What follows belongs to an exercise in optimizing a design on an open flow for small area; a production flow would make more cautious choices. At most, simulation tests tie the RTL to the original design; equivalence was not proved. Power is estimated from default activity; no workload was simulated.

==> flow/design.v (excerpt) <==
module keccak_squeeze
#(
    parameter int OUT_WORDS = 40
) (
    input  logic                clk,
    input  logic                rst_n,
    input  logic                start,
    input  logic [STATE_W-1:0]  state_in,
    output logic                perm_req,
    input  logic                perm_done,
    output logic [LANE_W-1:0]   dout,
    output logic                dout_valid,
    input  logic                dout_ready,
    output logic                dout_last,
    output logic                busy,
    output logic                done
);
==> flow/config.mk <==
export PLATFORM = sky130hd
export DESIGN_NAME = keccak_squeeze
export DESIGN_NICKNAME = keccak_squeeze
export VERILOG_FILES = /design/flow/design.v
export SDC_FILE = /design/flow/constraint.sdc
export NUM_CORES = 4
export LEC_CHECK = 0
export CAP_MARGIN = 20
export CORE_AREA = 4 4 1096 76
export DIE_AREA = 0 0 1100 80
export SLEW_MARGIN = 20
==> flow/constraint.sdc <==
create_clock -name core_clock -period 6.0 [get_ports {clk}]
set_input_delay 1.2000 -clock core_clock [delete_from_list [all_inputs] [get_ports {clk}]]
set_output_delay 1.2000 -clock core_clock [all_outputs]
set_load 0.01 [all_outputs]
standard.sh (not shown) runs the stock make flow with config.mk's settings and CLKGATE_MAP_FILE= SYNTH_SCRIPT=/design/flow/synth_recipe.tcl, a recipe that flattens the netlist after the stock synthesis.
==> flow/flow/run.sh <==
#!/bin/bash
set -euo pipefail
bash standard.sh \
  "BUFFER_PORTS_ARGS=-buffer_cell sky130_fd_sc_hd__buf_1" \
  "CTS_ARGS=-sink_clustering_enable -repair_clock_nets -dont_use_dummy_load -buf_list {sky130_fd_sc_hd__clkbuf_4 sky130_fd_sc_hd__clkbuf_8}" \
  finish > standard_flow.log 2>&1
The starting point finished with timing, DRC and antenna clean.
Edit:
==> flow/flow/run.sh (replaced) <==
#!/bin/bash
set -euo pipefail
bash standard.sh "BUFFER_PORTS_ARGS=-buffer_cell sky130_fd_sc_hd__buf_1" finish > standard_flow.log 2>&1
What happened: The changed run finished with timing, DRC and antenna clean. Clock power grows by about a fifth. Sequential share of layout area came out lower by 0.89 points. Clock-buffer cell count falls by 32. Routed wire length is lower slightly.

* * *

Setup of old:
The RTL this note starts from:
==> flow/design.v <==
package keccak_pkg;
    localparam int LANE_W     = 64;
    localparam int STATE_W    = 1600;
    localparam int RATE       = 1088;
    localparam int RATE_WORDS = RATE / LANE_W;
    function automatic integer lane_slot(input integer i);
        lane_slot = 24 - 5 * (i % 5) - (i / 5);
    endfunction
    typedef enum logic [1:0] {
        SQ_IDLE      = 2'd0,
        SQ_STREAM    = 2'd1,
        SQ_WAIT_PERM = 2'd2
    } sq_state_e;
endpackage
import keccak_pkg::*;
module keccak_lane_unmap
(
    input  logic [STATE_W-1:0] state_in,
    output logic [RATE-1:0]    rate_out
);
    for (genvar i = 0; i < RATE_WORDS; i++) begin : g_word
        localparam int SLOT = 24 - 5 * (i % 5) - (i / 5);
        assign rate_out[i*LANE_W +: LANE_W] = state_in[SLOT*LANE_W +: LANE_W];
    end
    logic unused_capacity;
    assign unused_capacity = ^state_in;
endmodule
import keccak_pkg::*;
module keccak_squeeze
#(
    parameter int OUT_WORDS = 40
) (
    input  logic                clk,
    input  logic                rst_n,
    input  logic                start,
    input  logic [STATE_W-1:0]  state_in,
    output logic                perm_req,
    input  logic                perm_done,
    output logic [LANE_W-1:0]   dout,
    output logic                dout_valid,
    input  logic                dout_ready,
    output logic                dout_last,
    output logic                busy,
    output logic                done
);
    localparam int LAST_BLK = (OUT_WORDS - 1) / RATE_WORDS;
    localparam int LAST_WRD = (OUT_WORDS - 1) % RATE_WORDS;
    localparam int BLK_W    = (LAST_BLK > 0) ? $clog2(LAST_BLK + 1) : 1;
    logic [RATE-1:0]       rate_vec;
    logic [RATE-1:0]       buf_q;
    logic [RATE_WORDS-1:0] sel_q;
    logic [BLK_W-1:0]      blk_q;
    logic                  busy_q, wait_q, perm_req_q, done_q;
    logic                  cap_start, cap_perm, load, handshake, last_blk, is_last;
    keccak_lane_unmap u_unmap (
        .state_in (state_in),
        .rate_out (rate_vec)
    );
    assign cap_start  = ~busy_q & start;
    assign cap_perm   = wait_q & perm_done;
    assign dout_valid = busy_q & ~wait_q;
    assign handshake  = dout_valid & dout_ready;
    assign last_blk   = (blk_q == BLK_W'(LAST_BLK));
    assign is_last    = sel_q[LAST_WRD] & last_blk;
    assign dout_last  = is_last;
    assign busy       = busy_q;
    assign perm_req   = perm_req_q;
    assign done       = done_q;
    always_comb begin
        dout = '0;
        for (int i = 0; i < RATE_WORDS; i++)
            dout = dout | (buf_q[i*LANE_W +: LANE_W] & {LANE_W{sel_q[i]}});
    end
    assign load = ~busy_q | cap_perm;
    always_ff @(posedge clk) begin
        if (load) buf_q <= rate_vec;
    end
    always_ff @(posedge clk) begin
        if (cap_start)     blk_q <= '0;
        else if (cap_perm) blk_q <= blk_q + 1'b1;
    end
    always_ff @(posedge clk or negedge rst_n) begin
        if (!rst_n) begin
            sel_q      <= '0;
            busy_q     <= 1'b0;
            wait_q     <= 1'b0;
            perm_req_q <= 1'b0;
            done_q     <= 1'b0;
        end else begin
            perm_req_q <= handshake & sel_q[RATE_WORDS-1] & ~is_last;
            done_q     <= handshake & is_last;
            if (cap_start | cap_perm) begin
                sel_q <= RATE_WORDS'(1);
            end else if (handshake) begin
                sel_q <= is_last ? '0 : {sel_q[RATE_WORDS-2:0], 1'b0};
            end
            if (cap_start)
                busy_q <= 1'b1;
            else if (handshake & is_last)
                busy_q <= 1'b0;
            if (cap_perm)
                wait_q <= 1'b0;
            else if (handshake & sel_q[RATE_WORDS-1] & ~is_last)
                wait_q <= 1'b1;
        end
    end
endmodule
export LEC_CHECK = 0
export CAP_MARGIN = 20
export CORE_AREA = 4 4 276 276
export DIE_AREA = 0 0 280 280
export SLEW_MARGIN = 20
create_clock -name core_clock -period 6.0 [get_ports {clk}]
run.sh (not shown) runs the stock make flow with config.mk's settings and CLKGATE_MAP_FILE= SYNTH_SCRIPT=/design/flow/synth_recipe.tcl, a recipe that flattens the netlist after the stock synthesis.
Stock flow here: none of the scripts above is used.
old did not run to completion, as it errored out during I/O pin placement.
For new, these inputs were changed with respect to old:
- changing DIE_AREA from 0 0 280 280 to 0 0 1100 80
- changing CORE_AREA from 4 4 276 276 to 4 4 1096 76
==> flow/flow/run.sh (new file) <==
#!/bin/bash
set -euo pipefail
bash standard.sh "BUFFER_PORTS_ARGS=-buffer_cell sky130_fd_sc_hd__buf_1" finish > standard_flow.log 2>&1
==> flow/standard.sh (new file) <==
#!/bin/bash
# synth_recipe.tcl (not shown) runs the flow's synth.tcl, then flattens the netlist and writes it again
# the make line also repeats each setting of config.mk as NAME=value (left out here)
make -C /OpenROAD-flow-scripts/flow DESIGN_CONFIG=/design/flow/config.mk WORK_HOME=/design/flow/orfs CLKGATE_MAP_FILE= SYNTH_SCRIPT=/design/flow/synth_recipe.tcl "${@:-finish}"
removed: flow/run.sh
==> summary.txt <==
Of new and old, only old fails to finish with a clean layout. old terminated abnormally: I/O pin placement reported PPL-0024. Taking new over old, the standard-cell row count ratio works out to 0.25. Reported for new and old, synthesized area per cell turned out identical to the last digit. When new is set beside old, its horizontal die dimension turns out to be 290% larger. Changes observed in new relative to old: post-synthesis register bit count did not really move, number of distinct library cell variants in the gate-level netlist after synthesis has remained practically unchanged. new vs. old: post-synthesis compound-gate area fraction did not really move; die span in y fell by about 70%; number of instances in the synthesized netlist barely changed; synthesized area was more or less identical.
Function was not checked in any run of this note: the RTL went through the layout flow alone.

==> re-timing with driven ports <==
The results above use ideal ports. As a check the final layouts listed here were re-extracted and re-timed, cells and wires unchanged. Step 1 sets driving cells, clkbuf_16 on the clock port and buf_2 on the other inputs (assumed; they add their load-dependent delay and slew). Step 2 adds t to the input delays and takes it off the output delays; t is the mean of the earliest and latest rising clock arrival at the registers after step 1. Input paths then give back, and output paths get back, about the clock's delay inside the block. Three values: ideal ports, drivers, drivers and shift; two values: the first two.
run	shift t [ns]	slack for setup (ns)	worst setup path after step 2
the first run of note 1	0.969	1.534 / 1.446 / 2.415	register to output
the second run of note 1	0.795	1.673 / 1.580 / 2.375	register to output
new	0.795	1.673 / 1.580 / 2.375	register to output
After both steps setup and hold are still met in every run listed.
